Source: an optimization exercise on an open RTL-to-GDS flow (aim: small area, a short achievable clock period and few clock cycles per item). Production flows keep margins and buffers that such runs may drop. Only simulation tests tie the RTL to the original design; equivalence was not proved. Power is estimated from default activity; no workload was simulated.

[flow/config.mk]
export PLATFORM = sky130hd
export DESIGN_NAME = key_set_with_rank_query
export DESIGN_NICKNAME = key_set_with_rank_query
export VERILOG_FILES = /design/flow/design.v
export SDC_FILE = /design/flow/constraint.sdc
export NUM_CORES = 4
export LEC_CHECK = 0
export CAP_MARGIN = 20
export CORE_MARGIN = 2
export CORE_UTILIZATION = 45
export SETUP_SLACK_MARGIN = 3.5
export SLEW_MARGIN = 20
export TNS_END_PERCENT = 10
[flow/constraint.sdc]
create_clock -name core_clock -period 6.5 [get_ports {aclk}]
set_input_delay 1.3000 -clock core_clock [delete_from_list [all_inputs] [get_ports {aclk}]]
set_output_delay 1.3000 -clock core_clock [all_outputs]
set_load 0.01 [all_outputs]
[flow/design.v]
package ksrq_pkg;
    localparam int CAPACITY_DEFAULT  = 16;
    localparam int KEY_WIDTH_DEFAULT = 32;
    localparam logic [1:0] CMD_INSERT = 2'd0;
    localparam logic [1:0] CMD_ERASE  = 2'd1;
    localparam logic [1:0] CMD_TEST   = 2'd2;
    localparam logic [1:0] CMD_SELECT = 2'd3;
endpackage
module key_set_with_rank_query (
    input  logic        aclk,
    input  logic        aresetn,
    input  logic        s_valid,
    output logic        s_ready,
    input  logic [1:0]  s_command,
    input  logic [31:0] s_key,
    input  logic [3:0]  s_rank,
    output logic        m_valid,
    input  logic        m_ready,
    output logic        m_success,
    output logic [31:0] m_selected_key,
    output logic [4:0]  m_item_count,
    output logic        m_table_full
);
    localparam int N  = 16;
    localparam int W  = 32;
    localparam int RW = 1 + 1 + 5 + W;  
    logic [W-1:0] key_q [N];
    logic [3:0]   rank_q [N];
    logic [N-1:0] val_q;
    logic [4:0]   cnt_q;
    logic         i_v;
    logic [1:0]   i_cmd;
    logic [W-1:0] i_key;
    logic [3:0]   i_rank;
    logic         x_v;
    logic [1:0]   x_cmd;
    logic [W-1:0] x_key;
    logic [3:0]   x_rank;
    logic [N-1:0] x_gt, x_eq;
    logic         x_pgt, x_peq;
    logic [N-1:0] la_new;
    logic [N-1:0] pend_q;
    logic [3:0]   pend_rank_q;
    logic          r0_v, r1_v;
    logic [RW-1:0] r0_d, r1_d;
    logic          go_q;        
    logic          c_v;
    logic [6:0]    c_res;
    logic [N-1:0]  c_hit;
    logic          s_ready_q;   
    logic [N-1:0] a_gt, a_eq;
    logic         a_pgt, a_peq;
    function automatic logic [3:0] popcount(input logic [N-1:0] v);
        logic [N-1:0] t;
        logic a, b;
        t = v;
        for (int p = 1; p < N; p = p * 2) begin
            for (int k = p; k >= 1; k = k / 2) begin
                for (int j = k % p; j + k < N; j = j + 2 * k) begin
                    for (int i = 0; i < k; i++) begin
                        if (i + j + k < N && ((i + j) / (p * 2)) == ((i + j + k) / (p * 2))) begin
                            a = t[i+j];
                            b = t[i+j+k];
                            t[i+j]   = a | b;
                            t[i+j+k] = a & b;
                        end
                    end
                end
            end
        end
        popcount[3] = t[7];
        popcount[2] = (t[3] & ~t[7]) | t[11];
        popcount[1] = (t[1] & ~t[3]) | (t[5] & ~t[7]) | (t[9] & ~t[11]) | t[13];
        popcount[0] = ^v;
    endfunction
    always_comb begin
        for (int i = 0; i < N; i++) begin
            a_gt[i] = key_q[i] > i_key;
            a_eq[i] = key_q[i] == i_key;
        end
        a_pgt = x_key > i_key;
        a_peq = x_key == i_key;
    end
    logic [N-1:0] gt_c, eq_c, lt_v, gt_v, free, we, fill, rk_hit;
    logic [3:0]   rank_b [N];
    logic         exec, found, full, ins, era, sel_ok, up_pre, dn_pre;
    logic [4:0]   cnt_n;
    logic [3:0]   rank_new;
    logic [W-1:0] sel_key;
    logic [6:0]   b_res;
    logic [N-1:0] b_hit;
    logic [RW-1:0] res;
    always_comb begin
        for (int i = 0; i < N; i++) begin
            gt_c[i] = la_new[i] ? x_pgt : x_gt[i];
            eq_c[i] = la_new[i] ? x_peq : x_eq[i];
        end
        exec   = x_v && go_q;
        found  = |(val_q & eq_c);
        full   = cnt_q[4];
        up_pre = exec && x_cmd == ksrq_pkg::CMD_INSERT && !full;
        dn_pre = exec && x_cmd == ksrq_pkg::CMD_ERASE;
        ins    = up_pre && !found;
        era    = exec && x_cmd == ksrq_pkg::CMD_ERASE && found;
        sel_ok = x_cmd == ksrq_pkg::CMD_SELECT && {1'b0, x_rank} < cnt_q;
        gt_v = val_q & gt_c;
        lt_v = val_q & ~gt_c & ~eq_c;
        free = ~val_q;
        for (int i = 0; i < N; i++) begin
            we[i]   = exec && x_cmd == ksrq_pkg::CMD_INSERT && free[i] &&
                      (i == 0 || !(|(free & ((N)'(1 << i) - 1'b1))));
            fill[i] = we[i] && !found;
        end
        rank_new = popcount(lt_v);
        for (int i = 0; i < N; i++) begin
            rank_b[i] = pend_q[i] ? pend_rank_q : rank_q[i];
            rk_hit[i] = val_q[i] && rank_b[i] == x_rank;
        end
        cnt_n = ins ? cnt_q + 5'd1 : era ? cnt_q - 5'd1 : cnt_q;
        b_res[6]   = ins || era || (x_cmd == ksrq_pkg::CMD_TEST && found) || sel_ok;
        b_res[5]   = x_cmd == ksrq_pkg::CMD_INSERT && !found && full;
        b_res[4:0] = cnt_n;
        b_hit      = (x_cmd == ksrq_pkg::CMD_SELECT) ? rk_hit : '0;
    end
    always_comb begin
        sel_key = '0;
        for (int i = 0; i < N; i++) begin
            sel_key = sel_key | ({W{c_hit[i]}} & key_q[i]);
        end
        res = {c_res, sel_key};
    end
    always_ff @(posedge aclk) begin
        if (exec) begin
            c_res <= b_res;
            c_hit <= b_hit;
        end
    end
    always_ff @(posedge aclk) begin
        pend_rank_q <= rank_new;
        for (int i = 0; i < N; i++) begin
            if (we[i]) begin
                key_q[i] <= x_key;
            end
            if (found) begin
                rank_q[i] <= (dn_pre && gt_v[i]) ? rank_b[i] - 4'd1 : rank_b[i];
            end else begin
                rank_q[i] <= (up_pre && gt_v[i]) ? rank_b[i] + 4'd1 : rank_b[i];
            end
        end
    end
    logic take, c_move, x_free;
    logic r0_vn, r1_vn, c_vn, i_vn, x_vn, go_n;
    always_comb begin
        take   = r0_v && m_ready;
        c_move = c_v && (!r1_v || take);
        x_free = !x_v || go_q;
        if (take) begin
            r0_vn = r1_v || c_move;
            r1_vn = r1_v && c_move;
        end else begin
            r0_vn = r0_v || c_move;
            r1_vn = r1_v || (r0_v && c_move);
        end
        c_vn = exec || (c_v && !c_move);
        go_n = !c_vn || !(r0_vn && r1_vn);
        i_vn = s_ready_q ? s_valid : i_v;
        x_vn = x_free ? i_v : x_v;
    end
    assign s_ready        = s_ready_q;
    assign m_valid        = r0_v;
    assign m_success      = r0_d[RW-1];
    assign m_table_full   = r0_d[RW-2];
    assign m_item_count   = r0_d[W+4:W];
    assign m_selected_key = r0_d[W-1:0];
    always_ff @(posedge aclk) begin
        if (take) begin
            r0_d <= r1_v ? r1_d : res;
        end else if (!r0_v) begin
            r0_d <= res;
        end
        if (take || !r1_v) begin
            r1_d <= res;
        end
    end
    always_ff @(posedge aclk) begin
        if (!i_v || x_free) begin   
            i_cmd  <= s_command;
            i_key  <= s_key;
            i_rank <= s_rank;
        end
        if (x_free) begin
            x_cmd  <= i_cmd;
            x_key  <= i_key;
            x_rank <= i_rank;
            x_gt   <= a_gt;
            x_eq   <= a_eq;
            x_pgt  <= a_pgt;
            x_peq  <= a_peq;
        end else begin
            x_gt   <= gt_c;
            x_eq   <= eq_c;
        end
    end
    always_ff @(posedge aclk) begin
        if (!aresetn) begin
            i_v       <= 1'b0;
            x_v       <= 1'b0;
            val_q     <= '0;
            cnt_q     <= '0;
            la_new    <= '0;
            pend_q    <= '0;
            r0_v      <= 1'b0;
            r1_v      <= 1'b0;
            c_v       <= 1'b0;
            go_q      <= 1'b1;
            s_ready_q <= 1'b1;
        end else begin
            i_v <= i_vn;
            x_v <= x_vn;
            for (int i = 0; i < N; i++) begin
                if (fill[i]) begin
                    val_q[i] <= 1'b1;
                end else if (era && eq_c[i]) begin
                    val_q[i] <= 1'b0;
                end
            end
            cnt_q     <= cnt_n;
            la_new    <= we;
            pend_q    <= we;
            r0_v      <= r0_vn;
            r1_v      <= r1_vn;
            c_v       <= c_vn;
            go_q      <= go_n;
            s_ready_q <= !i_vn || !x_vn || go_n;
        end
    end
endmodule
[flow/flow/run.sh]
#!/bin/bash
# The standard layout, with plain buffers (instead of the default delay cells)
# on the input and output ports. Every port still gets its own buffer.
set -euo pipefail
export BUFFER_PORTS_ARGS="-buffer_cell sky130_fd_sc_hd__buf_2"
bash standard.sh > standard.log 2>&1
[flow/standard.sh]
#!/bin/bash
# synth_recipe.tcl (not shown) runs the flow's synth.tcl, then flattens the netlist and writes it again
# the make line also repeats each setting of config.mk as NAME=value (left out here)
make -C /OpenROAD-flow-scripts/flow DESIGN_CONFIG=/design/flow/config.mk WORK_HOME=/design/flow/orfs CLKGATE_MAP_FILE= SYNTH_SCRIPT=/design/flow/synth_recipe.tcl "${@:-finish}"
==> results by group, run 1 <==
Status
  – Outcome: finished clean

Global route
  – First-pass GRT wire length: 232000 um
  – Initial antenna violation count: 4
  – Total gr overflow: 0
  – Gr usage total: 0.314
  – Largest net degree at the start of global routing: 48
  – Vias in the first global route: between 30000 and 40000

Setup path
  – Critical path arrival: around 3.6 ns
  – Max incr delay on CP: 0.63 ns
  – Crit path cell chain: inv_1, ha_1, a21o_1, a21oi_1, o21ai_0, a21o_1, a221oi_2, a211oi_1
  – Crit Path Max Fanout: 17
  – CP required: approximately 7 ns
  – Setup crit end kind: flop
  – CP bufs+invs: 1
  – Setup CP Type: reg -> reg
  – CP max stage cell: inv_1
  – CP most frequent cell: a21o_1
  – Startpoint types: flop
  – CP top delay family: compound AO/OA/AOI/OAI gates

Floorplan
  – Starting Density: 0.452
  – Core area: about 0.10 mm^2
  – Row Count: roughly 120
  – Die Span X: about 320 um
  – Die ar.: between 0.1 and 0.15 mm^2
  – Num ports: 83
  – Die Y: about 320 um

Logic synthesis
  – Synth top area share: 0.460
  – Main synth FF type: edfxtp_1
  – Syn Inst Count: 3561
  – Syn Nets: 4200
  – Synth area leader: edfxtp_1
  – Yosys warning count: 4
  – Top cells by count, synth: 691 x edfxtp_1, 597 x ha_1, 180 x nand4_1, 177 x a21o_1, 161 x a21oi_1
  – Register area share after synthesis: 0.524
  – Fraction of registers with async set/reset: 0
  – Most frequent cell after synthesis: edfxtp_1
  – Synth Cell Area: ~0.045 mm^2
  – Synth top area cells: edfxtp_1 46%, ha_1 17%, dfxtp_1 6.4%
  – Synth Register Bits: between 800 and 900
  – Post-synth EDFFs: approximately 690
  – Syn Area/Cell: ~13 um^2
  – Netlist cell types: ~70

Timing
  – Worst slew pin tran: roughly 1.2 ns
  – Unrepaired setup endpoints after global routing: true
  – Final setup vio count: 0
  – Final period util: 0.479
  – Slew Viols, Final: 0
  – Fmax: ~320 MHz
  – Fin crit period: 3.12 ns
  – Final hold violations: 0
  – Setup Skew: approximately 0.030 ns
  – Fin Setup TNS: 0 ns
  – Relative slew slack: 0.188
  – Hold Slack: 0.417 ns

Routing
  – DRC viols: 0
  – Post-route ant nets: 0
  – DR vias/cell: 6.48
  – DRT Pass-1 Iters: 5
  – DR WL/cell: approximately 32 um
  – Iteration-0 DRC Markers: between 4000 and 5000
  – Vias: roughly 33000
  – Final WL: 164000 um

Clocking
  – Worst-path clk slew: 0.06 ns
  – Clk sink count: ~840
  – Hold Buf Count CTS: 0
  – CTS Buf Count: a little over 90
  – H-tree levels: 3
  – Clock root buffer master: clkbuf_16
  – Clock Tree Buf Depth: 3
  – CTS tree: built
  – Clk latency of the worst-skew pair: between 0.6 and 0.7 ns

Placed design
  – Dpl cell area: between 0.04 and 0.05 mm^2
  – Detailed Place HPWL: 110000 um
  – PortBufs: just over 80
  – GP Congestion: just over 1

Finish
  – Post-route cell area: roughly 0.05 mm^2
  – Area of the multi-input gates: 0.0209 mm^2
  – Area occupied by registers: roughly 0.024 mm^2
  – Area Overhead vs Synth: 13.9%
  – Fillers: 8567
  – Layout cell share with drive strength beyond 1: 0.140
  – Nets: 4404
  – Finished Core Util: 0.515
  – Diode count: 0

Run
  – Maxcap violations: 0

Power
  – Pwr/cell area: around 230 mW/mm^2
  – Leakage: 19.8 nW
  – Peak VDD IR: ~0.00024 V

Hold path
  – Worst min path class: reg -> reg
-- repair_timing --
action | 4_1_cts | 5_1_grt
endpoints found under the setup margin | 241 | 190
gates resized for setup | 48 | 40
buffers inserted | 36 | 23
pin swaps | 3 | 7
hold endpoints to repair | 0 | 0
-- cell usage in the layout (no fill, tap or decap), types with 45 or more instances in the layout --
| cell type | instances |
|---|---|
| edfxtp_1 | 691 |
| mux2i_1 | 88 |
| nor2_1 | 89 |
| nand4_1 | 180 |
| a21oi_1 | 157 |
| a21o_1 | 176 |
| a221oi_1 | 70 |
| a22oi_1 | 155 |
| nor4_1 | 50 |
| o21ai_0 | 138 |
| ha_1 | 595 |
| xnor2_1 | 105 |
| clkbuf_16 | 96 |
| inv_1 | 112 |
| nand3_1 | 45 |
| mux2_2 | 47 |
| dfxtp_1 | 129 |
| a22o_1 | 68 |
| buf_2 | 82 |
| nand2_1 | 73 |
| buf_4 | 131 |
-- power by group --
part	total [mW]	switching (mW)	internal [mW]
combinational	0.792	0.507	0.285
clock	5.37	2.25	3.12
sequential	5.87	0.0478	5.82
total	12.0	2.81	9.23
-- flip-flops by register name, summed over array words and instances (netlist names), 4 cells and up --
| signal | count |
|---|---|
| c_hit | 16 |
| c_res | 7 |
| cnt_q | 5 |
| i_key | 32 |
| i_rank | 4 |
| key_q | 512 |
| pend_q | 16 |
| pend_rank_q | 4 |
| r0_d | 39 |
| r1_d | 39 |
| rank_q | 64 |
| val_q | 16 |
| x_eq | 16 |
| x_gt | 16 |
| x_key | 32 |
| x_rank | 4 |
-- cells by family (layout without fill, tap and decap cells) --
kind of cell | Yosys count | in the layout | share of synthesized area
adder cells (fa/ha/maj) | 598 | 598 | 0.166
buffers and inverters | 246 | 524 | 0.0220
XOR/XNOR | 122 | 122 | 0.0237
AO/OA/AOI/OAI | 940 | 940 | 0.145
flip-flops | 835 | 835 | 0.524
multiplexers | 146 | 146 | 0.0341
AND/OR/NAND/NOR | 674 | 674 | 0.0857
-- worst paths after layout --
path	to	cells after the start	slack, ns	startpoint
worst max-delay path	x_gt[10]	8	3.38	i_key[6]
worst min-delay path	x_rank[1]	0	0.42	i_rank[1]
worst min register to register	x_rank[1]	0	0.42	i_rank[1]
worst max register to register	x_gt[10]	8	3.38	i_key[6]
-- metal layers --
metal | share of wire | vias to the layer above | GRT usage | wire length [um]
met5 | 0 | - | 0 | 0
met4 | 0.047 | 0 | 0.134 | 7740
met3 | 0.10 | 337 | 0.0623 | 17100
met2 | 0.43 | 1872 | 0.469 | 70100
met1 | 0.42 | 16496 | 0.442 | 68800
li1 | - | 14575 | - | -
-- stage by stage --
stage / setup WS [ns] / std cells / total power, mW
5_1_grt: 3.29 / 5137 / 12.3
2_1_floorplan: 2.51 / 3561 / 6.38
6_report: 3.38 / 5137 / 12.0
3_5_place_dp: 2.73 / 4909 / 6.70
3_3_place_gp: 2.75 / 4909 / 6.69
4_1_cts: 3.32 / 5114 / 12.1
-- cell type report --
class / instances / area share
Sequential cell: 835 / 0.460
Inverter: 126 / 0.0101
Clock inverter: 45 / 0.00843
Timing Repair Buffer: 229 / 0.0329
Multi-Input combinational cell: 2480 / 0.406
Clock buffer: 124 / 0.0507
Tap cell: 1298 / 0.0316
Testbench counts, summed over its fixed seeds: cycles 4,832, ops 4,800.
==> run 2, diff against run 1 <==
--- a/flow/config.mk
+++ b/flow/config.mk
@@ -10,4 +10,4 @@
 export CORE_UTILIZATION = 45
 export SETUP_SLACK_MARGIN = 3.5
 export SLEW_MARGIN = 20
-export TNS_END_PERCENT = 10
+export TNS_END_PERCENT = 100
==> run 2 against run 1 <==
- via count rose by 1.6%
- sequential cell count stayed put
- sequential share of layout area is 0.97 points lower
- clock-buffer cell count is 5 lower
- power grew 2.6%
- clock power is 5.2% higher
- non-clock buffer count rose by 62
- register-to-register slack improved by 0.06 ns
- die area unchanged
- critical path depth up 1
==> results by group, run 2 <==
Status
  – Outcome: finished clean

Routing
  – Vias: 33822 (+1.6%)
  – DR vias/cell: 6.49 (+0.22%)
  – Iteration-0 DRC Markers: 4312 (+3.6%)
  – DRT Pass-1 Iters: 8 (+3)
  – DR WL/cell: 32.2 um (+0.97%)
  – Final WL: 168000 um (+2.4%)
  – DRC viols: 0 (unchanged)
  – Post-route ant nets: 0 (unchanged)

Finish
  – Max FFs per register: 512 (unchanged)
  – Most common cell after layout, fill and taps aside: edfxtp_1
  – Area Overhead vs Synth: 16.4%
  – Top reg by flops: key_q
  – Finished Core Util: 0.527 (+0.0113)
  – Layout cell share with drive strength beyond 1: 0.172 (+0.0317)
  – Non-Filler Instances: 5209 (+1.4%)
  – Regs by FF count: key_q (512), rank_q (64)
  – Most frequent cells in the layout: 691 x edfxtp_1, 586 x ha_1, 186 x buf_4
  – Nets: 4470 (+1.5%)

Floorplan
  – Die Y: 321 um (unchanged)
  – Row Count: 116 (unchanged)
  – Core area: 0.0997 mm^2 (unchanged)
  – Die ar.: 0.103 mm^2 (unchanged)
  – Num ports: 83 (unchanged)
  – Die Span X: 321 um (unchanged)
  – Starting Density: 0.452 (unchanged)

Placed design
  – GP Congestion: 0.981 (-4.1%)
  – Detailed Place HPWL: 112000 um (+1.3%)
  – Placed cells: 4893 (-0.33%)
  – PortBufs: 82 (unchanged)

Global route
  – Total gr overflow: 0 (unchanged)
  – Gr usage total: 0.321 (+0.00706)
  – First-pass GRT wire length: 236000 um (+1.7%)
  – Vias in the first global route: 32220 (+1.6%)
  – Initial antenna violation count: 7 (+3)
  – Largest net degree at the start of global routing: 47 (-2.1%)

Clocking
  – Hold Buf Count CTS: 0 (unchanged)
  – CTS tree: built
  – Clock root buffer master: clkbuf_16
  – Clk latency of the worst-skew pair: 0.70 ns (about the same)
  – CTS Buf Count: 96 (+3.2%)
  – Worst-path clk slew: 0.06 ns (about the same)
  – Clk sink count: 835 (unchanged)
  – H-tree levels: 3 (unchanged)
  – Clock Tree Buf Depth: 3 (unchanged)

Logic synthesis
  – Main synth FF type: edfxtp_1
  – Post-synth EDFFs: 691 (unchanged)
  – Syn Inst Count: 3561 (unchanged)
  – Top cells by count, synth: 691 x edfxtp_1, 597 x ha_1, 180 x nand4_1, 177 x a21o_1, 161 x a21oi_1
  – Fraction of registers with async set/reset: 0 (unchanged)
  – Synth top area share: 0.460 (unchanged)
  – Netlist cell types: 71 (unchanged)
  – Syn Nets: 4200 (unchanged)
  – Most frequent cell after synthesis: edfxtp_1
  – Synth area leader: edfxtp_1
  – Synth Cell Area: 0.0451 mm^2 (unchanged)
  – Synth Register Bits: 835 (unchanged)
  – Syn Area/Cell: 12.7 um^2 (unchanged)
  – Yosys warning count: 4 (unchanged)
  – Register area share after synthesis: 0.524 (unchanged)
  – Synth top area cells: edfxtp_1 46%, ha_1 17%, dfxtp_1 6.4%

Setup path
  – CP most frequent cell: a21o_1
  – Crit path cell chain: clkinvlp_4, buf_4, ha_1, a21o_1, a21o_1, a21oi_1, nand2_1, nand3_1, a31oi_1
  – Reg2Reg Depth: 9 (+1)
  – Crit Path Max Fanout: 7 (-10)
  – Flop-to-flop setup slack: 3.44 ns (+0.06 ns)
  – Worst reg2reg path startpoint: i_key[17]
  – Crit path from: i_key[17]
  – Setup CP Type: reg -> reg
  – Max incr delay on CP: 0.55 ns (-0.08 ns)
  – CP required: 7.06 ns (+0.04 ns)
  – Setup crit end kind: flop
  – CP max stage cell: a21oi_1
  – Worst Setup EP: x_gt[3]
  – R2R Path End: x_gt[3]
  – Startpoint types: flop
  – Critical path arrival: 3.62 ns (-0.02 ns)

Timing
  – Final period util: 0.471 (-0.00873)
  – Final hold violations: 0 (unchanged)
  – Final setup vio count: 0 (unchanged)
  – Slew Viols, Final: 0 (unchanged)
  – Unrepaired setup endpoints after global routing: true
  – Relative slew slack: 0.279 (+0.0906)
  – Fin Setup TNS: 0 ns (unchanged)
  – Fin crit period: 3.06 ns (-0.0568 ns)
  – Setup Skew: 0.0359 ns (+0.00578 ns)
  – Hold Slack: 0.420 ns (+0.00290 ns)
  – Fmax: 327 MHz (+1.9%)
  – Worst slew pin tran: 1.08 ns (-0.125 ns)

Hold path
  – Worst min path class: reg -> reg
  – Worst hold stages: 0 (unchanged)

Run
  – Maxcap violations: 0 (unchanged)

Power
  – Sequential share of power: 0.476 (-0.012)
  – Clock Power Share: 0.458 (+0.011)
  – Sw Ratio: 0.235 (+0.00216)
  – Final Power: 12.4 mW (+2.6%)
  – Leakage: 20.2 nW (+2.0%)
  – Combinational power share: 0.066 (about the same)
  – Net switching power: 2.91 mW (+3.6%)
  – Pwr/cell area: 235 mW/mm^2 (+0.43%)
  – Peak VDD IR: 0.000202 V (-16%)
  – Pint: 9.45 mW (+2.3%)
==> run 2: cell counts after synthesis <==
Identical to the previous run, type by type.
==> run 2: how the worst min path moves through the flow <==
stage               startpoint         to
detailed placement   i_rank[0]  x_rank[0]
global route         i_rank[1]  x_rank[1]
CTS                  i_rank[1]  x_rank[1]
finish               i_rank[2]  x_rank[2]
global placement     i_rank[3]  x_rank[3]
floorplan             i_cmd[0]   x_cmd[0]
==> run 2: cells by family (layout without fill, tap and decap cells) <==
logic type                 after synthesis  in the layout  share of synthesized area
AOI/OAI and AO/OA                      940            940                      0.145
xor gates and xnor gates               122            122                     0.0237
adders and majority gates              598            598                      0.166
buffers and inverters                  246            594                     0.0220
DFF                                    835            835                      0.524
muxes                                  146            146                     0.0341
other                                    0              1                          0
and+or+nand+nor                        674            675                     0.0857
==> run 2: per-stage QoR <==
stage	area, um^2	setup WS [ns]
final	52500	3.44
after global routing	52500	3.35
after CTS	52100	3.50
after detailed placement	47400	2.71
after global placement	47400	2.78
after floorplan	45300	3.00
==> run 2: timing repair <==
| item | in CTS | in global routing |
|---|---|---|
| setup buffers | 114 | 22 |
| gates resized for setup | 102 | 46 |
| cloned | 2 | 0 |
| setup endpoints to repair | 217 | 47 |
| pin swaps | 18 | 18 |
==> run 2: layout make-up <==
type                            instances  area (um^2)
Clock inverter                         58          582
Tap cell                             1298         1620
Inverter                              126          576
Antenna cell                            1         2.50
Fill cell                            8516        47200
Multi-Input combinational cell       2481        21200
Sequential cell                       835        23700
Timing Repair Buffer                  291         2260
Clock buffer                          119         2650
==> run 2: worst max-delay path: cells and delay by family (launching register included) <==
kind | cells | cell delay (ns)
AOI/OAI and AO/OA | 4 | 1.00
adders and majority gates | 1 | 0.32
buffers and inverters | 2 | 0.32
DFF | 1 | 0.39
and+or+nand+nor | 2 | 0.89
==> run 2: per-layer routing <==
metal  track usage  vias to the layer above  share of wire
met5             0                        -        0.00011
li1              -                    14735              -
met2         0.472                     1885           0.42
met1         0.449                    16868           0.42
met3        0.0794                      330           0.11
met4         0.136                        4          0.045
==> run 2: power by group through the flow <==
stage	Combinational (mW)	Sequential (mW)	Clock (mW)
global placement	0.694	5.99	0
global route	0.883	5.88	5.91
floorplan	0.410	5.98	0
finish	0.821	5.88	5.65
CTS	0.784	5.88	5.70
detailed placement	0.703	5.99	0
==> run 3, diff against run 2 <==
--- a/flow/config.mk
+++ b/flow/config.mk
@@ -8,6 +8,6 @@
 export CAP_MARGIN = 20
 export CORE_MARGIN = 2
 export CORE_UTILIZATION = 45
-export SETUP_SLACK_MARGIN = 3.5
+export SETUP_SLACK_MARGIN = 3.7
 export SLEW_MARGIN = 20
 export TNS_END_PERCENT = 100
==> run 3 against run 2 <==
- fmax increased by 1.5%
- setup slack improved by 0.046 ns
- power shrank 2.2%
- largest cell class unchanged
==> results by group, run 3 <==
Timing
  – Final setup vio count: 0 (unchanged)
  – Fin Setup TNS: 0 ns (unchanged)
  – Final period util: 0.464 (-0.00708)
  – Final hold violations: 0 (unchanged)
  – Fmax: 332 MHz (+1.5%)
  – Setup Skew: 0.0261 ns (-0.00985 ns)
  – Relative slew slack: 0.265 (-0.0139)
  – Slew Viols, Final: 0 (unchanged)
  – Fin crit period: 3.01 ns (-0.0460 ns)
  – Unrepaired setup endpoints after global routing: true
  – Worst slew pin tran: 1.10 ns (+0.0208 ns)
  – Hold Slack: 0.417 ns (-0.00314 ns)

Logic synthesis
  – Syn Inst Count: 3561 (unchanged)
  – Yosys warning count: 4 (unchanged)
  – Fraction of registers with async set/reset: 0 (unchanged)
  – Synth top area share: 0.460 (unchanged)
  – Syn Nets: 4200 (unchanged)
  – Most frequent cell after synthesis: edfxtp_1
  – Synth Cell Area: 0.0451 mm^2 (unchanged)
  – Adder-cell share of the synthesized area: 0.166 (unchanged)
  – Simple logic cell fraction of the synthesized area: 0.0857 (unchanged)
  – Syn Area/Cell: 12.7 um^2 (unchanged)
  – Largest family of logic cells by synthesized area: adder cells
  – Top cells by count, synth: 691 x edfxtp_1, 597 x ha_1, 180 x nand4_1, 177 x a21o_1, 161 x a21oi_1
  – Synth Area in Compound Gates: 0.145 (unchanged)
  – Netlist cell types: 71 (unchanged)
  – Synth top area cells: edfxtp_1 46%, ha_1 17%, dfxtp_1 6.4%
  – Post-synth EDFFs: 691 (unchanged)
  – Synth area leader: edfxtp_1
  – Register area share after synthesis: 0.524 (unchanged)
  – Main synth FF type: edfxtp_1
  – Synth Register Bits: 835 (unchanged)
  – Mux share of post-synthesis cell area: 0.0341 (unchanged)
  – Synth Area in XOR/XNOR: 0.0237 (unchanged)

Setup path
  – Max incr delay on CP: 0.55 ns (about the same)
  – Reg2Reg Depth: 13 (+4)
  – Crit Path Max Fanout: 9 (+2)
  – Crit path from: x_peq
  – CP required: 7.10 ns (+0.04 ns)
  – Startpoint types: flop
  – Worst reg2reg path startpoint: x_peq
  – Worst Setup EP: pend_rank_q[1]
  – CP max stage cell: or4_4
  – Crit path cell chain: buf_12, buf_12, mux2i_4, nand3_1, inv_1, ha_2, or2_4, a221oi_4, a22oi_2, or4_4, a21o_1, o21a_1, o211ai_1
  – Critical path arrival: 3.61 ns (about the same)
  – Setup crit end kind: flop
  – Setup CP Type: reg -> reg
  – R2R Path End: pend_rank_q[1]
  – CP most frequent cell: buf_12
  – Flop-to-flop setup slack: 3.49 ns (+0.05 ns)

Power
  – Peak VDD IR: 0.000207 V (+2.2%)
  – Leakage: 20.3 nW (+0.90%)
  – Pwr/cell area: 228 mW/mm^2 (-3.0%)

Routing
  – DRT Pass-1 Iters: 6 (-2)
  – Vias: 33959 (+0.41%)
  – DRC viols: 0 (unchanged)
  – Post-route ant nets: 0 (unchanged)
  – Iteration-0 DRC Markers: 3942 (-8.6%)
  – DR vias/cell: 6.48 (-0.17%)
  – DR WL/cell: 31.1 um (-3.2%)
  – Final WL: 163000 um (-2.7%)

Clocking
  – H-tree levels: 3 (unchanged)
  – Clock Tree Buf Depth: 3 (unchanged)
  – Clock root buffer master: clkbuf_16
  – Clk sink count: 835 (unchanged)
  – CTS Buf Count: 93 (-3.1%)
  – CTS tree: built
  – Hold Buf Count CTS: 0 (unchanged)
  – Clk latency of the worst-skew pair: 0.69 ns (about the same)
  – Worst-path clk slew: 0.07 ns (about the same)

Finish
  – Most frequent cells in the layout: 691 x edfxtp_1, 582 x ha_1, 201 x buf_4
  – Layout cell share with drive strength beyond 1: 0.183 (+0.0106)
  – Area of the multi-input gates: 0.0213 mm^2 (+0.78%)
  – Fillers: 8523 (+0.082%)
  – Area Overhead vs Synth: 17.4%
  – Nets: 4501 (+0.69%)
  – Top reg by flops: key_q
  – Area occupied by registers: 0.0237 mm^2 (about the same)
  – Regs by FF count: key_q (512), rank_q (64)
  – Most common cell after layout, fill and taps aside: edfxtp_1
  – Max FFs per register: 512 (unchanged)

Placed design
  – GP Congestion: 0.966 (-1.5%)
  – PortBufs: 82 (unchanged)
  – Detailed Place HPWL: 108000 um (-3.3%)

Floorplan
  – Starting Density: 0.452 (unchanged)
  – Row Count: 116 (unchanged)
  – Die Y: 321 um (unchanged)
  – Core area: 0.0997 mm^2 (unchanged)
  – Die Span X: 321 um (unchanged)
  – Die ar.: 0.103 mm^2 (unchanged)
  – Num ports: 83 (unchanged)

Global route
  – Gr usage total: 0.310 (-0.0109)
  – Initial antenna violation count: 2 (-5)
  – Vias in the first global route: 32777 (+1.7%)
  – Largest net degree at the start of global routing: 48 (+2.1%)
  – Total gr overflow: 0 (unchanged)
  – First-pass GRT wire length: 231000 um (-2.0%)

Run
  – Maxcap violations: 0 (unchanged)

Hold path
  – Worst hold stages: 0 (unchanged)
  – Min-Delay Startpoint: i_rank[0]
  – Worst min path class: reg -> reg

Status
  – Outcome: finished clean
## run 3: kinds of logic after synthesis
| group | Yosys count |
|---|---|
| AO/OA/AOI/OAI | 940 |
| AND/OR/NAND/NOR | 674 |
| adder cells (fa/ha/maj) | 598 |
| XOR/XNOR | 122 |
| buffers and inverters | 246 |
| flip-flops | 835 |
| multiplexers | 146 |
## run 3: final cells by class
| type | instances | area share |
|---|---|---|
| flip-flops and latches | 835 | 0.447 |
| inverters | 126 | 0.0108 |
| diodes | 1 | 0.0000473 |
| repair inverters | 1 | 0.000142 |
| multi-input cells | 2482 | 0.403 |
| repair buffers | 323 | 0.0511 |
| clock inverters | 59 | 0.0114 |
| well taps | 1298 | 0.0307 |
| clock buffers | 114 | 0.0462 |
## run 3: layer usage
layer / track usage / vias up / share of wire
met4: 0.135 / 0 / 0.049
met5: 0 / - / 0
met1: 0.421 / 16935 / 0.42
li1: - / 14808 / -
met3: 0.0659 / 383 / 0.096
met2: 0.478 / 1833 / 0.44
## run 3: worst max-delay path, delay by kind of cell (launching register included)
kind            cells  cell delay (ns)
buf+inv             3             0.33
fa+ha+maj           1             0.19
mux                 1             0.08
compound gates      5             0.94
simple gates        3             0.99
flops               1             0.37
## run 3: how the worst min path moves through the flow
stage	to
2_1_floorplan	x_cmd[0]
3_3_place_gp	x_rank[0]
3_5_place_dp	x_rank[0]
4_1_cts	x_rank[0]
5_1_grt	x_rank[3]
6_report	x_rank[0]
## run 3: where the power goes
group	switching [mW]	internal, mW
clock network	2.33	3.06
registers	0.0455	5.82
logic	0.509	0.312
total	2.88	9.19
## run 3: repair_timing
action,4_1_cts,5_1_grt
pin swaps,23,26
buffers inserted,117,37
gates cloned,3,6
resized for setup,139,53
endpoints found under the setup margin,269,130
## run 3: through the flow
step	setup WS, ns	total power [mW]	cells	util	cell area (um^2)
2_1_floorplan	2.94	6.39	3561	-	45300
3_3_place_gp	2.55	6.67	4900	0.476	47500
3_5_place_dp	2.53	6.68	4902	0.477	47500
4_1_cts	3.52	12.1	5195	0.524	52300
5_1_grt	3.40	12.4	5238	0.531	52900
6_report	3.49	12.1	5239	0.531	52900
==> run 4, diff against run 3 <==
--- a/flow/config.mk
+++ b/flow/config.mk
@@ -7,7 +7,7 @@
 export LEC_CHECK = 0
 export CAP_MARGIN = 20
 export CORE_MARGIN = 2
-export CORE_UTILIZATION = 45
-export SETUP_SLACK_MARGIN = 3.7
+export CORE_UTILIZATION = 50
+export SETUP_SLACK_MARGIN = 3.6
 export SLEW_MARGIN = 20
-export TNS_END_PERCENT = 100
+export TNS_END_PERCENT = 50
==> run 4 against run 3 <==
- still clean on timing, DRC and antenna
- die area down 9.9%
- cell area down 1.1%
- via count up 0.70%
- non-clock buffer count down 40
- sequential power about the same
- utilization up 5.2 points
- critical path type unchanged
- critical endpoint unchanged
==> results by group, run 4 <==
Timing
  – Worst slew pin tran: 1.11 ns (+0.0122 ns)
  – Final setup vio count: 0 (unchanged)
  – Fin crit period: 3.09 ns (+0.0752 ns)
  – Fmax: 324 MHz (-2.4%)
  – Relative slew slack: 0.258 (-0.00712)
  – Slew Viols, Final: 0 (unchanged)
  – Final worst slack: 3.41 ns (-0.0752 ns)
  – Final period util: 0.475 (+0.0116)
  – Unrepaired setup endpoints after global routing: true
  – Final hold violations: 0 (unchanged)
  – Fin Setup TNS: 0 ns (unchanged)
  – Setup Skew: 0.0283 ns (+0.00221 ns)

Logic synthesis
  – Synth Register Bits: 835 (unchanged)
  – Synth top area share: 0.460 (unchanged)
  – Register area share after synthesis: 0.524 (unchanged)
  – Most frequent cell after synthesis: edfxtp_1
  – Netlist cell types: 71 (unchanged)
  – Syn Inst Count: 3561 (unchanged)
  – Syn Area/Cell: 12.7 um^2 (unchanged)
  – Fraction of registers with async set/reset: 0 (unchanged)
  – Top cells by count, synth: 691 x edfxtp_1, 597 x ha_1, 180 x nand4_1, 177 x a21o_1, 161 x a21oi_1
  – Synth Cell Area: 0.0451 mm^2 (unchanged)
  – Main synth FF type: edfxtp_1
  – Synth top area cells: edfxtp_1 46%, ha_1 17%, dfxtp_1 6.4%
  – Yosys warning count: 4 (unchanged)
  – Syn Nets: 4200 (unchanged)
  – Synth area leader: edfxtp_1
  – Post-synth EDFFs: 691 (unchanged)

Placed design
  – Detailed Place HPWL: 116000 um (+7.5%)
  – Placed cells: 4777 (-2.5%)
  – Worst Setup Slack post-DPL: 2.64 ns (+0.113 ns)
  – GP Congestion: 0.988 (+2.3%)
  – PortBufs: 82 (unchanged)
  – Dpl cell area: 0.0472 mm^2 (-0.69%)

Power
  – Clock Power Share: 0.441 (-0.005)
  – Pint: 9.15 mW (-0.43%)
  – Pwr/cell area: 229 mW/mm^2 (+0.43%)
  – Leakage: 20.1 nW (-0.97%)
  – Net switching power: 2.84 mW (-1.6%)
  – Final Power: 12.0 mW (-0.72%)
  – Peak VDD IR: 0.000215 V (+3.8%)
  – Combinational power share: 0.068 (about the same)
  – Sw Ratio: 0.237 (-0.00220)
  – Sequential share of power: 0.491 (+0.005)

Global route
  – Total gr overflow: 0 (unchanged)
  – Largest net degree at the start of global routing: 62 (+29%)
  – Vias in the first global route: 33486 (+2.2%)
  – Initial antenna violation count: 4 (+2)
  – Gr usage total: 0.360 (+0.0507)
  – First-pass GRT wire length: 241000 um (+4.5%)

Setup path
  – Reg2Reg Depth: 13 (unchanged)
  – Max incr delay on CP: 0.56 ns (about the same)
  – Setup crit end kind: flop
  – Worst reg2reg path startpoint: x_pgt
  – CP max stage cell: or4_4
  – Crit Path Max Fanout: 6 (-3)
  – CP most frequent cell: buf_6
  – Setup CP Type: reg -> reg
  – Crit path cell chain: buf_6, clkbuf_16, buf_6, mux2i_1, and3_4, ha_4, or2_4, a221oi_4, a22oi_2, or4_4, a21o_1, o21a_1, o211ai_1
  – Critical path arrival: 3.69 ns (+0.08 ns)
  – R2R Path End: pend_rank_q[1]
  – Flop-to-flop setup slack: 3.41 ns (-0.08 ns)
  – Startpoint types: flop
  – CP required: 7.10 ns (about the same)

Floorplan
  – Core area: 0.0897 mm^2 (-10%)
  – Die ar.: 0.0926 mm^2 (-9.9%)
  – Die Y: 304 um (-5.1%)
  – Starting Density: 0.503 (+0.0503)
  – Row Count: 110 (-5.2%)
  – Num ports: 83 (unchanged)
  – Die Span X: 304 um (-5.1%)

Routing
  – Vias: 34198 (+0.70%)
  – DRT Pass-1 Iters: 6 (unchanged)
  – Iteration-0 DRC Markers: 4399 (+12%)
  – Post-route ant nets: 0 (unchanged)
  – DR WL/cell: 33.7 um (+8.4%)
  – DR vias/cell: 6.74 (+4.0%)
  – Final WL: 171000 um (+4.9%)
  – DRC viols: 0 (unchanged)

Finish
  – Most frequent cells in the layout: 691 x edfxtp_1, 582 x ha_1, 180 x nand4_1
  – Post-route cell area: 0.0523 mm^2 (-1.1%)
  – Area Overhead vs Synth: 16.0%
  – Top reg by flops: key_q
  – Fillers: 7325 (-14%)
  – Most common cell after layout, fill and taps aside: edfxtp_1
  – Regs by FF count: key_q (512), rank_q (64)
  – Area of the multi-input gates: 0.0213 mm^2 (about the same)
  – Layout cell share with drive strength beyond 1: 0.170 (-0.0123)
  – Max FFs per register: 512 (unchanged)
  – Nets: 4458 (-0.96%)
  – Area occupied by registers: 0.0237 mm^2 (unchanged)
  – Non-Filler Instances: 5073 (-3.2%)

Clocking
  – CTS Buf Count: 91 (-2.2%)
  – CTS tree: built
  – Clk sink count: 835 (unchanged)
  – Clock Tree Buf Depth: 3 (unchanged)
  – Clock root buffer master: clkbuf_16
  – H-tree levels: 3 (unchanged)
  – Hold Buf Count CTS: 0 (unchanged)
  – Clk latency of the worst-skew pair: 0.68 ns (about the same)
  – Worst-path clk slew: 0.06 ns (about the same)

Hold path
  – Hold endpoint: x_rank[3]
  – Worst hold stages: 0 (unchanged)
  – Worst min path class: reg -> reg
  – Min-Delay Startpoint: i_rank[3]

Run
  – Maxcap violations: 0 (unchanged)

Status
  – Outcome: finished clean
run 4: cell counts after synthesis:
No cell type changed its count.
run 4: worst max-delay path, delay by kind of cell, from the launching register on:
family | cells | cell delay (ns)
compound gates | 5 | 0.92
simple gates | 3 | 1.08
mux | 1 | 0.06
flops | 1 | 0.39
buf+inv | 3 | 0.38
fa+ha+maj | 1 | 0.17
run 4: cells by family (layout without fill, tap and decap cells):
family                   after synthesis  count (layout)  share of synthesized area
AO/OA/AOI/OAI                        940             941                      0.145
flip-flops                           835             835                      0.524
AND/OR/NAND/NOR                      674             675                     0.0857
adder cells (fa/ha/maj)              598             598                      0.166
buffers and inverters                246             578                     0.0220
multiplexers                         146             146                     0.0341
XOR/XNOR                             122             122                     0.0237
other                                  0               2                          0
run 4: through the flow:
stage / hold slack (ns) / utilization
after floorplan: 0.400 / -
after global placement: 0.403 / 0.526
after detailed placement: 0.407 / 0.526
after CTS: 0.421 / 0.570
after global routing: 0.429 / 0.583
final: 0.420 / 0.583
run 4: power groups by stage:
stage / logic, mW / registers [mW] / clock network (mW)
floorplan: 0.407 / 5.98 / 0
global placement: 0.683 / 6.00 / 0
detailed placement: 0.702 / 6.00 / 0
CTS: 0.755 / 5.88 / 5.33
global route: 0.877 / 5.89 / 5.54
finish: 0.818 / 5.89 / 5.28
run 4: worst max-delay path by stage:
stage                    from        endpoint  slack [ns]  cells after the start
floorplan            x_cmd[0]     key_q[3][0]        2.91                      3
global placement        x_peq  pend_rank_q[1]        2.71                     11
detailed placement      x_pgt  pend_rank_q[1]        2.64                     10
CTS                 i_key[24]        x_gt[14]        3.37                      8
global route            x_pgt  pend_rank_q[1]        3.30                     14
finish                  x_pgt  pend_rank_q[1]        3.41                     13
run 4: routing by layer:
metal | global-route usage | vias up | routed length (um)
met3 | 0.0666 | 389 | 17300
met1 | 0.494 | 17174 | 69400
li1 | - | 14692 | -
met5 | 0 | - | 13
met2 | 0.559 | 1941 | 75800
met4 | 0.162 | 2 | 8560
run 4: final cells by class:
class                   count  area share
flip-flops and latches    835       0.452
multi-input cells        2482       0.408
clock buffers             113      0.0465
repair buffers            283      0.0445
well taps                1176      0.0281
clock inverters            56      0.0106
inverters                 126      0.0104
diodes                      2   0.0000956
run 4: timing repair:
item	in CTS	in global routing
gates cloned	1	7
pin swaps	12	34
resized for setup	92	121
buffers inserted	67	50
setup endpoints to repair	344	220
==> run 5, diff against run 4 <==
--- a/flow/design.v
+++ b/flow/design.v
@@ -31,6 +31,7 @@
     logic         i_v;
     logic [1:0]   i_cmd;
     logic [W-1:0] i_key;
+    logic [W-1:0] i_key_hi;         
     logic [3:0]   i_rank;
     logic         x_v;
     logic [1:0]   x_cmd;
@@ -75,11 +76,11 @@
     endfunction
     always_comb begin
         for (int i = 0; i < N; i++) begin
-            a_gt[i] = key_q[i] > i_key;
-            a_eq[i] = key_q[i] == i_key;
-        end
-        a_pgt = x_key > i_key;
-        a_peq = x_key == i_key;
+            a_gt[i] = key_q[i] > ((i < N / 2) ? i_key : i_key_hi);
+            a_eq[i] = key_q[i] == ((i < N / 2) ? i_key : i_key_hi);
+        end
+        a_pgt = x_key > i_key_hi;
+        a_peq = x_key == i_key_hi;
     end
     logic [N-1:0] gt_c, eq_c, lt_v, gt_v, free, we, fill, rk_hit;
     logic [3:0]   rank_b [N];
@@ -187,6 +188,9 @@
             i_cmd  <= s_command;
             i_key  <= s_key;
             i_rank <= s_rank;
+        end
+        if (s_ready_q) begin
+            i_key_hi <= s_key;
         end
         if (x_free) begin
             x_cmd  <= i_cmd;
--- a/flow/config.mk
+++ b/flow/config.mk
@@ -7,7 +7,7 @@
 export LEC_CHECK = 0
 export CAP_MARGIN = 20
 export CORE_MARGIN = 2
-export CORE_UTILIZATION = 50
-export SETUP_SLACK_MARGIN = 3.6
+export CORE_UTILIZATION = 45
+export SETUP_SLACK_MARGIN = 3.5
 export SLEW_MARGIN = 20
-export TNS_END_PERCENT = 50
+export TNS_END_PERCENT = 10
==> run 5 against run 4 <==
- synthesized area grew 2.4%
- clock power grew 8.0%
- combinational power shrank 9.8%
- power grew 4.8%
- via count shrank 1.4%
- worst hold slack lost 0.00058 ns
- die area grew 14%
- largest cell class unchanged
- highest routed layer unchanged
==> results by group, run 5 <==
Global route
  – Vias in the first global route: 32423 (-3.2%)
  – Initial antenna violation count: 5 (+1)
  – Largest net degree at the start of global routing: 53 (-15%)
  – Gr usage total: 0.314 (-0.0465)
  – Total gr overflow: 0 (unchanged)
  – First-pass GRT wire length: 234000 um (-2.9%)

Placed design
  – Detailed Place HPWL: 113000 um (-2.7%)
  – Worst Setup Slack post-DPL: 2.70 ns (+0.0529 ns)
  – PortBufs: 82 (unchanged)
  – GP Congestion: 0.971 (-1.8%)

Logic synthesis
  – Mux share of post-synthesis cell area: 0.0333 (-0.000787)
  – Synth Area in Compound Gates: 0.142 (-0.00285)
  – Top cells by count, synth: 723 x edfxtp_1, 597 x ha_1, 192 x a21oi_1, 191 x nand4_1, 184 x a21o_1
  – Most frequent cell after synthesis: edfxtp_1
  – Synth top area cells: edfxtp_1 47%, ha_1 16%, dfxtp_1 6.2%
  – Synth top area share: 0.470 (+0.0102)
  – Syn Nets: 4281 (+1.9%)
  – Syn Inst Count: 3642 (+2.3%)
  – Adder-cell share of the synthesized area: 0.162 (-0.00405)
  – Post-synth EDFFs: 723 (+4.6%)
  – Register area share after synthesis: 0.533 (+0.00871)
  – Synth Area in XOR/XNOR: 0.0231 (-0.000547)
  – Simple logic cell fraction of the synthesized area: 0.0823 (-0.00347)
  – Fraction of registers with async set/reset: 0 (unchanged)
  – Synth Register Bits: 867 (+3.8%)
  – Synth area leader: edfxtp_1
  – Main synth FF type: edfxtp_1
  – Yosys warning count: 4 (unchanged)
  – Syn Area/Cell: 12.7 um^2 (about the same)
  – Netlist cell types: 69 (-2.8%)
  – Synth Cell Area: 0.0462 mm^2 (+2.4%)
  – Largest family of logic cells by synthesized area: adder cells

Floorplan
  – Die Y: 324 um (+6.6%)
  – Row Count: 117 (+6.4%)
  – Die Span X: 324 um (+6.6%)
  – Starting Density: 0.454 (-0.0488)
  – Die ar.: 0.105 mm^2 (+14%)
  – Core area: 0.102 mm^2 (+13%)
  – Num ports: 83 (unchanged)

Clocking
  – Clock root buffer master: clkbuf_16
  – Hold Buf Count CTS: 0 (unchanged)
  – Clk latency of the worst-skew pair: 0.69 ns (about the same)
  – Worst-path clk slew: 0.06 ns (about the same)
  – H-tree levels: 3 (unchanged)
  – CTS tree: built
  – Clock Tree Buf Depth: 3 (unchanged)
  – CTS Buf Count: 97 (+6.6%)
  – Clk sink count: 867 (+3.8%)

Routing
  – Iteration-0 DRC Markers: 4016 (-8.7%)
  – Vias: 33722 (-1.4%)
  – DR WL/cell: 31.9 um (-5.4%)
  – DRT Pass-1 Iters: 6 (unchanged)
  – DRC viols: 0 (unchanged)
  – Post-route ant nets: 0 (unchanged)
  – Final WL: 166000 um (-2.7%)
  – DR vias/cell: 6.46 (-4.2%)

Timing
  – Final period util: 0.509 (+0.0335)
  – Relative slew slack: 0.108 (-0.150)
  – Setup Skew: 0.0361 ns (+0.00782 ns)
  – Final hold violations: 0 (unchanged)
  – Worst slew pin tran: 1.33 ns (+0.213 ns)
  – Fmax: 302 MHz (-6.6%)
  – Final setup vio count: 0 (unchanged)
  – Fin crit period: 3.31 ns (+0.218 ns)
  – Unrepaired setup endpoints after global routing: true
  – Final worst slack: 3.19 ns (-0.218 ns)
  – Slew Viols, Final: 0 (unchanged)
  – Fin Setup TNS: 0 ns (unchanged)

Power
  – Pwr/cell area: 242 mW/mm^2 (+5.4%)
  – Leakage: 20.1 nW (-0.29%)
  – Peak VDD IR: 0.000231 V (+7.5%)

Finish
  – Layout cell share with drive strength beyond 1: 0.118 (-0.0528)
  – Nets: 4410 (-1.1%)
  – Regs by FF count: key_q (512), rank_q (64)
  – Top reg by flops: key_q
  – Area Overhead vs Synth: 12.7%
  – Max FFs per register: 512 (unchanged)
  – Fillers: 8865 (+21%)
  – Most common cell after layout, fill and taps aside: edfxtp_1
  – Most frequent cells in the layout: 723 x edfxtp_1, 593 x ha_1, 192 x a21oi_1

Run
  – Maxcap violations: 0 (unchanged)

Hold path
  – Worst min path class: reg -> reg

Setup path
  – Flop-to-flop setup slack: 3.19 ns (-0.22 ns)
  – Setup crit end kind: flop
  – Crit Path Max Fanout: 9 (+3)
  – CP required: 7.01 ns (-0.09 ns)
  – Setup CP Type: reg -> reg
  – Startpoint types: flop
  – Critical path arrival: 3.82 ns (+0.13 ns)

Status
  – Outcome: finished clean
run 5: area by class of cell:
cell class / count / area, um^2 / share of cell area
timing repair buffer: 160 / 1050 / 0.0202
sequential: 867 / 24600 / 0.473
clock buffer: 130 / 2690 / 0.0516
tap: 1368 / 1710 / 0.0329
antenna: 2 / 5.00 / 0.0000962
inverter: 157 / 591 / 0.0114
multi-input combinational: 2488 / 20800 / 0.400
clock inverter: 47 / 559 / 0.0108
run 5: cell families after synthesis:
family / after synthesis
compound gates: 953
xor+xnor: 122
fa+ha+maj: 597
buf+inv: 287
flops: 867
mux: 145
simple gates: 671
run 5: worst paths after layout:
path | from | to | cells past startpoint
worst min-delay path | i_rank[2] | x_rank[2] | 0
worst max-delay path | i_key_hi[19] | x_gt[12] | 7
worst min register to register | i_rank[2] | x_rank[2] | 0
worst max register to register | i_key_hi[19] | x_gt[12] | 7
run 5: what timing repair did:
action                                  4_1_cts  5_1_grt
resized for setup                            34       39
buffers inserted                             12        6
endpoints found under the setup margin      317      317
pin swaps                                     8        7
run 5: per-stage QoR:
| step | hold slack [ns] | utilization | power [mW] | cell area (um^2) | cells |
|---|---|---|---|---|---|
| 3_3_place_gp | 0.413 | 0.475 | 6.94 | 48300 | 5022 |
| 5_1_grt | 0.431 | 0.511 | 12.9 | 52000 | 5217 |
| 2_1_floorplan | 0.400 | - | 6.64 | 46200 | 3642 |
| 3_5_place_dp | 0.407 | 0.475 | 6.95 | 48300 | 5022 |
| 6_report | 0.419 | 0.511 | 12.6 | 52000 | 5219 |
| 4_1_cts | 0.421 | 0.509 | 12.6 | 51800 | 5211 |
run 5: power by group:
group	internal [mW]	switching [mW]
combinational	0.254	0.484
sequential	6.06	0.0689
clock	3.37	2.33
total	9.69	2.88
run 5: worst max-delay path, stage by stage (launching register included):
cell      delay, ns
edfxtp_1       0.47
inv_1          0.44
ha_1           0.24
nand4_1        0.26
nor4_1         0.95
nand3_1        0.48
o21ai_0        0.22
a31oi_1        0.07
run 5: metal layers:
layer / global-route usage / vias to the layer above / part of all wire
met5: 0 / - / 0.00019
met4: 0.142 / 6 / 0.052
li1: - / 14663 / -
met2: 0.485 / 1871 / 0.44
met3: 0.0575 / 417 / 0.096
met1: 0.430 / 16765 / 0.41
Testbench counts of run 5, summed over its fixed seeds: cycles 4,832, ops 4,800.
==> run 6, diff against run 5 <==
--- a/flow/design.v
+++ b/flow/design.v
@@ -31,17 +31,19 @@
     logic         i_v;
     logic [1:0]   i_cmd;
     logic [W-1:0] i_key;
-    logic [W-1:0] i_key_hi;         
     logic [3:0]   i_rank;
     logic         x_v;
     logic [1:0]   x_cmd;
     logic [W-1:0] x_key;
     logic [3:0]   x_rank;
     logic [N-1:0] x_gt, x_eq;
+    logic [N-1:0] x_lt, x_va;       
     logic         x_pgt, x_peq;
     logic [N-1:0] la_new;
+    logic         la_ins, la_era;
     logic [N-1:0] pend_q;
     logic [3:0]   pend_rank_q;
+    logic         pend_inc_q, pend_dec_q;
     logic          r0_v, r1_v;
     logic [RW-1:0] r0_d, r1_d;
     logic          go_q;        
@@ -69,24 +71,25 @@
                 end
             end
         end
-        popcount[3] = t[7];
-        popcount[2] = (t[3] & ~t[7]) | t[11];
-        popcount[1] = (t[1] & ~t[3]) | (t[5] & ~t[7]) | (t[9] & ~t[11]) | t[13];
+        popcount[3] = t[7] & ~t[15];
+        popcount[2] = (t[3] & ~t[7]) | (t[11] & ~t[15]);
+        popcount[1] = (t[1] & ~t[3]) | (t[5] & ~t[7]) | (t[9] & ~t[11]) | (t[13] & ~t[15]);
         popcount[0] = ^v;
     endfunction
     always_comb begin
         for (int i = 0; i < N; i++) begin
-            a_gt[i] = key_q[i] > ((i < N / 2) ? i_key : i_key_hi);
-            a_eq[i] = key_q[i] == ((i < N / 2) ? i_key : i_key_hi);
-        end
-        a_pgt = x_key > i_key_hi;
-        a_peq = x_key == i_key_hi;
-    end
-    logic [N-1:0] gt_c, eq_c, lt_v, gt_v, free, we, fill, rk_hit;
+            a_gt[i] = key_q[i] > i_key;
+            a_eq[i] = key_q[i] == i_key;
+        end
+        a_pgt = x_key > i_key;
+        a_peq = x_key == i_key;
+    end
+    logic [N-1:0] gt_c, eq_c, gt_v, free, we, fill, rk_hit;
     logic [3:0]   rank_b [N];
     logic         exec, found, full, ins, era, sel_ok, up_pre, dn_pre;
     logic [4:0]   cnt_n;
-    logic [3:0]   rank_new;
+    logic [3:0]   rank_new, pend_val;
+    logic         plt;
     logic [W-1:0] sel_key;
     logic [6:0]   b_res;
     logic [N-1:0] b_hit;
@@ -105,16 +108,17 @@
         era    = exec && x_cmd == ksrq_pkg::CMD_ERASE && found;
         sel_ok = x_cmd == ksrq_pkg::CMD_SELECT && {1'b0, x_rank} < cnt_q;
         gt_v = val_q & gt_c;
-        lt_v = val_q & ~gt_c & ~eq_c;
         free = ~val_q;
         for (int i = 0; i < N; i++) begin
             we[i]   = exec && x_cmd == ksrq_pkg::CMD_INSERT && free[i] &&
                       (i == 0 || !(|(free & ((N)'(1 << i) - 1'b1))));
             fill[i] = we[i] && !found;
         end
-        rank_new = popcount(lt_v);
-        for (int i = 0; i < N; i++) begin
-            rank_b[i] = pend_q[i] ? pend_rank_q : rank_q[i];
+        rank_new = popcount(x_va & x_lt);
+        plt      = !x_pgt && !x_peq;
+        pend_val = pend_inc_q ? pend_rank_q + 4'd1 : pend_dec_q ? pend_rank_q - 4'd1 : pend_rank_q;
+        for (int i = 0; i < N; i++) begin
+            rank_b[i] = pend_q[i] ? pend_val : rank_q[i];
             rk_hit[i] = val_q[i] && rank_b[i] == x_rank;
         end
         cnt_n = ins ? cnt_q + 5'd1 : era ? cnt_q - 5'd1 : cnt_q;
@@ -138,6 +142,9 @@
     end
     always_ff @(posedge aclk) begin
         pend_rank_q <= rank_new;
+        pend_inc_q  <= la_ins && plt;
+        pend_dec_q  <= la_era && plt;
+        x_va        <= val_q;
         for (int i = 0; i < N; i++) begin
             if (we[i]) begin
                 key_q[i] <= x_key;
@@ -189,20 +196,19 @@
             i_key  <= s_key;
             i_rank <= s_rank;
         end
-        if (s_ready_q) begin
-            i_key_hi <= s_key;
-        end
         if (x_free) begin
             x_cmd  <= i_cmd;
             x_key  <= i_key;
             x_rank <= i_rank;
             x_gt   <= a_gt;
             x_eq   <= a_eq;
+            x_lt   <= ~a_gt & ~a_eq;
             x_pgt  <= a_pgt;
             x_peq  <= a_peq;
         end else begin
             x_gt   <= gt_c;
             x_eq   <= eq_c;
+            x_lt   <= ~gt_c & ~eq_c;
         end
     end
     always_ff @(posedge aclk) begin
@@ -212,6 +218,8 @@
             val_q     <= '0;
             cnt_q     <= '0;
             la_new    <= '0;
+            la_ins    <= 1'b0;
+            la_era    <= 1'b0;
             pend_q    <= '0;
             r0_v      <= 1'b0;
             r1_v      <= 1'b0;
@@ -230,6 +238,8 @@
             end
             cnt_q     <= cnt_n;
             la_new    <= we;
+            la_ins    <= ins;
+            la_era    <= era;
             pend_q    <= we;
             r0_v      <= r0_vn;
             r1_v      <= r1_vn;
==> flow/run.sh (new file) <==
#!/bin/bash
# synth_recipe.tcl (not shown) runs the flow's synth.tcl, then flattens the netlist and writes it again
# the make line also repeats each setting of config.mk as NAME=value (left out here)
make -C /OpenROAD-flow-scripts/flow DESIGN_CONFIG=/design/flow/config.mk WORK_HOME=/design/flow/orfs CLKGATE_MAP_FILE= SYNTH_SCRIPT=/design/flow/synth_recipe.tcl finish
removed: flow/flow/run.sh
removed: flow/standard.sh
==> run 6 against run 5 <==
- sequential power about the same
- die area fell by 0.28%
- still clean on timing, DRC and antenna
- fmax up 3.2%
- worst hold slack about the same
- sequential share of layout area fell by 1.8 points
- non-clock buffer count is 104 higher
- power grew 0.61%
- global-route usage fell by 0.68 points
==> results by group, run 6 <==
Status
  – Outcome: finished clean

Setup path
  – Flop-to-flop setup slack: 3.30 ns (+0.10 ns)
  – Startpoint types: flop
  – R2R Path End: x_lt[4]
  – Crit Path Max Fanout: 6 (-3)
  – Reg2Reg Depth: 7 (unchanged)
  – Setup CP Type: reg -> reg
  – Setup crit end kind: flop
  – Critical path arrival: 3.79 ns (-0.03 ns)
  – Worst reg2reg path startpoint: i_key[30]
  – CP required: 7.09 ns (+0.08 ns)

Clocking
  – Hold Buf Count CTS: 0 (unchanged)
  – Clock root buffer master: clkbuf_16
  – Clock Tree Buf Depth: 3 (unchanged)
  – CTS Buf Count: 97 (unchanged)
  – H-tree levels: 3 (unchanged)
  – Clk latency of the worst-skew pair: 0.70 ns (about the same)
  – CTS tree: built
  – Worst-path clk slew: 0.06 ns (about the same)
  – Clk sink count: 871 (+0.46%)

Global route
  – Initial antenna violation count: 5 (unchanged)
  – Met3 Usage GRT: 0.0509 (-0.00658)
  – Routing usage on met1: 0.422 (-0.00861)
  – First-pass GRT wire length: 231000 um (-1.2%)
  – Gr usage total: 0.307 (-0.00679)
  – Largest net degree at the start of global routing: 65 (+23%)
  – GR peak layer: met2
  – GR Util met2: 0.468 (-0.0164)
  – Total gr overflow: 0 (unchanged)
  – Vias in the first global route: 32519 (+0.30%)

Finish
  – Regs by FF count: key_q (512), rank_q (64)
  – Most frequent cells in the layout: 691 x edfxtp_1, 599 x ha_1, 215 x a21o_1
  – Finished Core Util: 0.527 (+0.0162)
  – Fillers: 8714 (-1.7%)
  – Most common cell after layout, fill and taps aside: edfxtp_1
  – Top reg by flops: key_q
  – Nets: 4537 (+2.9%)
  – Max FFs per register: 512 (unchanged)
  – Area Overhead vs Synth: 16.4%
  – Layout cell share with drive strength beyond 1: 0.134 (+0.0165)

Timing
  – Unrepaired setup endpoints after global routing: true
  – Final hold violations: 0 (unchanged)
  – Final setup vio count: 0 (unchanged)
  – Slew Viols, Final: 0 (unchanged)
  – Final period util: 0.493 (-0.0159)
  – Fmax: 312 MHz (+3.2%)
  – Relative slew slack: 0.248 (+0.140)
  – Setup Skew: 0.0361 ns (+0.00000140 ns)
  – Fin crit period: 3.20 ns (-0.103 ns)
  – Fin Setup TNS: 0 ns (unchanged)
  – Worst slew pin tran: 1.11 ns (-0.213 ns)

Floorplan
  – Die Span X: 324 um (-0.14%)
  – Die Y: 324 um (-0.14%)
  – Num ports: 83 (unchanged)
  – Core area: 0.102 mm^2 (-0.14%)
  – Die ar.: 0.105 mm^2 (-0.28%)
  – Starting Density: 0.453 (-0.000639)
  – Row Count: 117 (unchanged)

Hold path
  – Worst hold stages: 0 (unchanged)
  – Worst min path class: reg -> reg
  – Hold endpoint: x_rank[1]
  – Min-Delay Startpoint: i_rank[1]

Logic synthesis
  – Register area share after synthesis: 0.529 (-0.00370)
  – Synth area leader: edfxtp_1
  – Main synth FF type: edfxtp_1
  – Syn Area/Cell: 12.6 um^2 (-0.69%)
  – Netlist cell types: 71 (+2.9%)
  – Synth Cell Area: 0.0460 mm^2 (-0.28%)
  – Yosys warning count: 4 (unchanged)
  – Synth top area cells: edfxtp_1 45%, ha_1 16%, dfxtp_1 7.8%
  – Synth Register Bits: 871 (+0.46%)
  – Syn Inst Count: 3657 (+0.41%)
  – Top cells by count, synth: 691 x edfxtp_1, 599 x ha_1, 215 x a21o_1, 185 x nand4_1, 180 x dfxtp_1
  – Post-synth EDFFs: 691 (-4.4%)
  – Fraction of registers with async set/reset: 0 (unchanged)
  – Most frequent cell after synthesis: edfxtp_1
  – Syn Nets: 4298 (+0.40%)
  – Synth top area share: 0.451 (-0.0195)

Power
  – Sequential share of power: 0.484 (-0.004)
  – Peak VDD IR: 0.000204 V (-12%)
  – Combinational power share: 0.065 (+0.006)
  – Sw Ratio: 0.232 (+0.00310)
  – Leakage: 20.9 nW (+3.9%)
  – Pwr/cell area: 236 mW/mm^2 (-2.3%)
  – Clock Power Share: 0.451 (-0.002)
  – Pint: 9.70 mW (+0.20%)
  – Net switching power: 2.94 mW (+2.0%)

Routing
  – Iteration-0 DRC Markers: 4166 (+3.7%)
  – DRC viols: 0 (unchanged)
  – Post-route ant nets: 0 (unchanged)
  – DRT Pass-1 Iters: 6 (unchanged)
  – DR WL/cell: 30.5 um (-4.5%)
  – Final WL: 163000 um (-2.2%)
  – DR vias/cell: 6.35 (-1.7%)
  – Vias: 33958 (+0.70%)

Placed design
  – PortBufs: 82 (unchanged)
  – GP Congestion: 0.942 (-3.0%)
  – Detailed Place HPWL: 109000 um (-3.8%)

Run
  – Maxcap violations: 0 (unchanged)
[run 6: cell count changes in the layout (fill, tap and decap cells not counted), moves of 31 or more]
cell,change
buf_2,-82
clkdlybuf4s50_1,+82
edfxtp_1,-32
inv_1,-58
nand3_1,-33
o21ai_0,-56
a21o_1,+31
buf_4,+90
nand2_1,+43
[run 6: what timing repair did]
| action | in CTS | in global routing |
|---|---|---|
| resized for setup | 65 | 25 |
| endpoints found under the setup margin | 456 | 153 |
| setup buffers | 98 | 3 |
| gates cloned | 1 | 3 |
| pin swaps | 9 | 2 |
[run 6: area by class of cell]
cell class              count  area (um^2)  share of cell area
diodes                      1         2.50           0.0000467
clock buffers             132         2810              0.0524
clock inverters            49          458             0.00855
inverters                 126          569              0.0106
multi-input cells        2536        21200               0.395
flip-flops and latches    871        24400               0.455
well taps                1368         1710              0.0319
repair buffers            264         2480              0.0463
[run 6: routing by layer]
layer | wire length (um) | share of wire
met1 | 67200 | 0.41
met2 | 71400 | 0.44
met3 | 15100 | 0.092
met4 | 9160 | 0.056
met5 | 32 | 0.00020
[run 6: worst max-delay path: stages, from the launching register on]
cell and delay (ns):
edfxtp_1 0.39, clkinvlp_4 0.17, buf_4 0.21, ha_1 0.30, nand4_1 0.48, nor4_4 0.86, a31oi_1 0.39, a22o_1 0.30
[run 6: logic make-up after synthesis]
group / synth area share
adder cells (fa/ha/maj): 0.163
AO/OA/AOI/OAI: 0.149
XOR/XNOR: 0.0238
flip-flops: 0.529
buffers and inverters: 0.0212
multiplexers: 0.0282
AND/OR/NAND/NOR: 0.0861
[run 6: worst max path at each step]
stage	start	end	slack, ns
3_3_place_gp	i_key[9]	x_lt[0]	2.37
3_5_place_dp	x_cmd[1]	key_q[8][5]	2.47
4_1_cts	pend_q[15]	c_res[4]	3.37
5_1_grt	i_key[28]	x_eq[3]	3.26
2_1_floorplan	x_cmd[1]	key_q[14][0]	2.86
6_report	i_key[30]	x_lt[4]	3.30
[run 6: stage by stage]
stage	cells	cell area [um^2]	hold WS, ns	power [mW]	worst slack [ns]
after floorplan	3657	46100	0.329	6.63	2.86
after detailed placement	5059	48900	0.405	6.96	2.47
after global routing	5346	53600	0.432	13.0	3.26
after CTS	5339	53400	0.419	12.7	3.37
final	5347	53600	0.419	12.6	3.30
after global placement	5055	48900	0.407	6.94	2.37
[run 6: power groups by stage]
| stage | registers (mW) | logic, mW | clock network [mW] |
|---|---|---|---|
| 2_1_floorplan | 6.21 | 0.422 | 0 |
| 3_3_place_gp | 6.23 | 0.713 | 0 |
| 3_5_place_dp | 6.23 | 0.727 | 0 |
| 4_1_cts | 6.12 | 0.794 | 5.76 |
| 5_1_grt | 6.12 | 0.882 | 5.99 |
| 6_report | 6.12 | 0.815 | 5.71 |
Testbench counts of run 6, summed over its fixed seeds: cycles 4,832, ops 4,800.

==> separate check: timing with driven ports <==
The flow's constraints put no driver on any port. The routed layouts listed below were extracted and timed again, unchanged, in two steps.
Step 1 sets driving cells, clkbuf_16 on the clock port and buf_2 on the other inputs (assumed; they add their load-dependent delay and slew).
Step 2 adds t to the input delays and takes it off the output delays; t is the mean of the earliest and latest rising clock arrival at the registers after step 1. Input paths then give back, and output paths get back, about the clock's delay inside the block.
Slacks: no drivers / after step 1 / after step 2; pairs: no drivers / after step 1.
| run | t, ns | setup slack, ns | hold WS [ns] | worst slew at a driven data input, ns |
|---|---|---|---|---|
| run 1 | 0.744 | 3.384 / 3.384 / 3.384 | 0.417 / 0.417 / 0.417 | 0.04 |
| run 2 | 0.761 | 3.440 / 3.440 / 3.440 | 0.420 / 0.420 / 0.420 | 0.05 |
| run 3 | 0.753 | 3.486 / 3.486 / 3.408 | 0.417 / 0.417 / 0.417 | 0.04 |
| run 4 | 0.739 | 3.411 / 3.411 / 3.411 | 0.420 / 0.420 / 0.420 | 0.04 |
| run 5 | 0.742 | 3.194 / 3.194 / 3.194 | 0.419 / 0.419 / 0.419 | 0.08 |
| run 6 | 0.747 | 3.297 / 3.297 / 3.021 | 0.419 / 0.419 / 0.419 | 0.06 |
After both steps every run listed still meets setup and hold. For run 6, which loses most, drivers alone change the setup slack by 0.000 ns; drivers and shift together by -0.276 ns.
